This design comes from an exercise in tuning for small area on the open sky130 flow, not from production work. The RTL was checked by simulation tests, not by an equivalence proof against the original design.

==> flow/design.v <==
module gprs_mp_wcell #(
  parameter int unsigned W = 32
) (
  input  logic         ns0,
  input  logic         ns1,
  input  logic         nsd,
  input  logic         nh,
  input  logic [W-1:0] nw0,
  input  logic [W-1:0] nw1,
  input  logic [W-1:0] nwd,
  input  logic [W-1:0] q,
  output logic [W-1:0] d
);
  assign d = ({W{ns0}} | nw0) & ({W{ns1}} | nw1) & ({W{nsd}} | nwd) & ({W{nh}} | q);
endmodule
module gprs_mp_oai22 #(
  parameter int unsigned W = 32
) (
  input  logic         na,
  input  logic         nb,
  input  logic [W-1:0] qa,
  input  logic [W-1:0] qb,
  output logic [W-1:0] y
);
  assign y = ~(({W{na}} | qa) & ({W{nb}} | qb));
endmodule
module gprs_mp #(
  parameter int unsigned DATA_W   = 32,
  parameter int unsigned ADDR_W   = 5,
  parameter int unsigned NUM_RD   = 2,
  parameter int unsigned NUM_WR   = 2,
  parameter bit          ZERO_REG = 1'b1
) (
  input  logic                       clk,
  input  logic                       rst,
  input  logic [NUM_RD*ADDR_W-1:0]   i_rd_addr,
  output logic [NUM_RD*DATA_W-1:0]   o_rd_data,
  output logic [NUM_RD-1:0]          o_rd_busy,
  input  logic [NUM_WR-1:0]          i_wr_en,
  input  logic [NUM_WR*ADDR_W-1:0]   i_wr_addr,
  input  logic [NUM_WR*DATA_W-1:0]   i_wr_data,
  input  logic                       i_sb_set_en,
  input  logic [ADDR_W-1:0]          i_sb_set_addr,
  output logic [(2**ADDR_W)-1:0]     o_busy_vec,
  input  logic                       i_dbg_halt,
  input  logic                       i_dbg_req,
  input  logic                       i_dbg_we,
  input  logic [ADDR_W-1:0]          i_dbg_addr,
  input  logic [DATA_W-1:0]          i_dbg_wdata,
  output logic                       o_dbg_ack,
  output logic [DATA_W-1:0]          o_dbg_rdata
);
  localparam int unsigned DEPTH = 2**ADDR_W;
  localparam int unsigned NROW  = DEPTH - 1;    
  logic [DATA_W-1:0] nw0, nw1, nwd;
  logic [ADDR_W-1:0] a0, a1;
  assign nw0 = ~i_wr_data[0 +: DATA_W];
  assign nw1 = ~i_wr_data[DATA_W +: DATA_W];
  assign nwd = ~i_dbg_wdata;
  assign a0  = i_wr_addr[0 +: ADDR_W];
  assign a1  = i_wr_addr[ADDR_W +: ADDR_W];
  logic dbg_acc, dbg_wr, dbg_rd;
  assign dbg_acc = ~o_dbg_ack & i_dbg_req & i_dbg_halt & ~rst;
  assign dbg_wr  = dbg_acc & i_dbg_we;
  assign dbg_rd  = dbg_acc & ~i_dbg_we;
  logic [DATA_W-1:0] memn [1:NROW];
  logic [DATA_W-1:0] memd [1:NROW];
  logic [NROW:1]     busy;
  logic [NROW:1] ns0, ns1, nsd, nh, set_r;
  always_comb begin
    for (int r = 1; r <= int'(NROW); r++) begin
      logic e0, e1, ed;
      e0 = i_wr_en[0] & (a0 == ADDR_W'(r));
      e1 = i_wr_en[1] & (a1 == ADDR_W'(r));
      ed = dbg_wr & (i_dbg_addr == ADDR_W'(r));
      nsd[r]   = ~ed;
      ns1[r]   = ~(e1 & ~ed & ~rst);
      ns0[r]   = ~(e0 & ~e1 & ~ed & ~rst);
      nh[r]    = e0 | e1 | ed | rst;
      set_r[r] = i_sb_set_en & (i_sb_set_addr == ADDR_W'(r));
    end
  end
  for (genvar r = 1; r <= int'(NROW); r++) begin : g_row
    gprs_mp_wcell #(.W(DATA_W)) u_wcell (
      .ns0(ns0[r]), .ns1(ns1[r]), .nsd(nsd[r]), .nh(nh[r]),
      .nw0(nw0), .nw1(nw1), .nwd(nwd), .q(memn[r]), .d(memd[r])
    );
  end
  always_ff @(posedge clk) begin
    for (int r = 1; r <= int'(NROW); r++) begin
      memn[r] <= memd[r];
      busy[r] <= ~rst & (set_r[r] | (~nh[r] & busy[r]));
    end
  end
  assign o_busy_vec = {busy, 1'b0};
  localparam int unsigned NP = NROW / 2;
  logic [3*ADDR_W-1:0] lk_addr;
  logic [DATA_W-1:0]   lk_data [3];
  logic [2:0]          lk_busy;
  assign lk_addr = {i_dbg_addr, i_rd_addr};
  for (genvar k = 0; k < 3; k++) begin : g_lk
    logic [ADDR_W-1:0] a;
    logic              z, hd, h1, h0, nhit;
    logic [NROW:1]     nsel;
    logic [DATA_W-1:0] y [NP];
    logic [DATA_W-1:0] yb;
    assign a    = lk_addr[k*ADDR_W +: ADDR_W];
    assign z    = (a == '0);
    assign hd   = (k < 2) & dbg_wr & (i_dbg_addr == a) & ~z;
    assign h1   = i_wr_en[1] & (a1 == a) & ~z & ~hd;
    assign h0   = i_wr_en[0] & (a0 == a) & ~z & ~hd & ~h1;
    assign nhit = ~(hd | h1 | h0);
    for (genvar r = 1; r <= int'(NROW); r++) begin : g_t
      assign nsel[r] = ~(a == ADDR_W'(r));
    end
    for (genvar p = 0; p < int'(NP); p++) begin : g_p
      gprs_mp_oai22 #(.W(DATA_W)) u_oai (
        .na(nsel[2*p+1]), .nb(nsel[2*p+2]), .qa(memn[2*p+1]), .qb(memn[2*p+2]), .y(y[p])
      );
    end
    gprs_mp_oai22 #(.W(DATA_W)) u_byp (
      .na(~h0), .nb(~h1), .qa(nw0), .qb(nw1), .y(yb)
    );
    always_comb begin
      logic [DATA_W-1:0] acc;
      logic bacc;
      acc = '0;
      for (int p = 0; p < int'(NP); p++) acc = acc | y[p];
      if (NROW % 2 == 1) acc = acc | ~({DATA_W{nsel[NROW]}} | memn[NROW]);
      acc = ({DATA_W{nhit}} & acc) | yb;
      if (k < 2) acc = acc | ({DATA_W{hd}} & ~nwd);
      bacc = 1'b0;
      for (int r = 1; r <= int'(NROW); r++) bacc = bacc | (~nsel[r] & busy[r]);
      lk_data[k] = acc;
      lk_busy[k] = bacc & nhit;
    end
  end
  assign o_rd_data = {lk_data[1], lk_data[0]};
  assign o_rd_busy = lk_busy[1:0];
  always_ff @(posedge clk) begin
    if (rst) begin
      o_dbg_ack   <= 1'b0;
      o_dbg_rdata <= '0;
    end else begin
      o_dbg_ack <= dbg_acc;
      if (dbg_rd) o_dbg_rdata <= lk_data[2];
    end
  end
endmodule
export LEC_CHECK = 0
export CAP_MARGIN = 30
export CORE_MARGIN = 2
export CORE_UTILIZATION = 30
export PLACE_DENSITY = 0.4
export SETUP_SLACK_MARGIN = 0.5
export SLEW_MARGIN = 20
export SYNTH_HIERARCHICAL = 1
export SYNTH_MINIMUM_KEEP_SIZE = 0
create_clock -name core_clock -period 7.5 [get_ports {clk}]
standard.sh (not shown) runs the stock make flow with config.mk's settings and CLKGATE_MAP_FILE= SYNTH_SCRIPT=/design/flow/synth_recipe.tcl, a recipe that flattens the netlist after the stock synthesis.
==> flow/flow/run.sh <==
#!/bin/bash
# The standard layout (the standard.sh), with these changes:
#  - the port buffers are sky130_fd_sc_hd__buf_1 instead of buffer_ports' default choice;
#  - clock tree synthesis uses clkbuf_4/clkbuf_8, clusters of up to 16 sinks, and inserts no dummy loads.
# The make run writes its full output to standard_finish.log here; ORFS keeps
# each tool's own logs under orfs/logs/.
set -euo pipefail
cd "$(dirname "$0")/.."
bash standard.sh \
  "BUFFER_PORTS_ARGS=-buffer_cell sky130_fd_sc_hd__buf_1" \
  "CTS_ARGS=-sink_clustering_enable -repair_clock_nets -dont_use_dummy_load -sink_clustering_size 16 -sink_clustering_max_diameter 60 -buf_list {sky130_fd_sc_hd__clkbuf_4 sky130_fd_sc_hd__clkbuf_8}" \
  finish > standard_finish.log 2>&1
The baseline ran to the end with no violations.
Then changed:
==> flow/run.sh (new file) <==
#!/bin/bash
# synth_recipe.tcl (not shown) runs the flow's synth.tcl, then flattens the netlist and writes it again
# the make line also repeats each setting of config.mk as NAME=value (left out here)
make -C /OpenROAD-flow-scripts/flow DESIGN_CONFIG=/design/flow/config.mk WORK_HOME=/design/flow/orfs CLKGATE_MAP_FILE= SYNTH_SCRIPT=/design/flow/synth_recipe.tcl finish
Settings changed: CTS_BUF_LIST set to sky130_fd_sc_hd__clkbuf_4 sky130_fd_sc_hd__clkbuf_8, SETUP_SLACK_MARGIN 0.5 to 0.4.
removed: flow/flow/run.sh
removed: flow/standard.sh
Result: Final area goes up by 6.8%. Setup slack is worse by 0.19 ns. Fmax is lower by 2.6%.

==> port drivers added, routing unchanged <==
In the flow no input, the clock included, has a driving cell. The finished layouts below were timed again as built, in two steps. Step 1, drivers: a clkbuf_16 drives clk and a buf_2 each remaining input, both assumed. Step 2 times the ports against the registers' clock, not the clock port: input delays grow and output delays shrink by t, the midpoint of the rising clock arrivals with the driver on. a / b / c = ideal / step 1 / step 2; a / b = the first two.
run | t (ns) | setup slack, ns | worst data-port slew with drivers (ns)
the first run | 1.067 | 0.422 / 0.390 / 0.390 | 0.24
the second run | 1.111 | 0.236 / 0.199 / 0.199 | 0.23
After both steps every run listed still meets setup and hold. For the second run, which loses most, drivers alone change the setup slack by -0.037 ns; drivers and shift together by -0.037 ns.
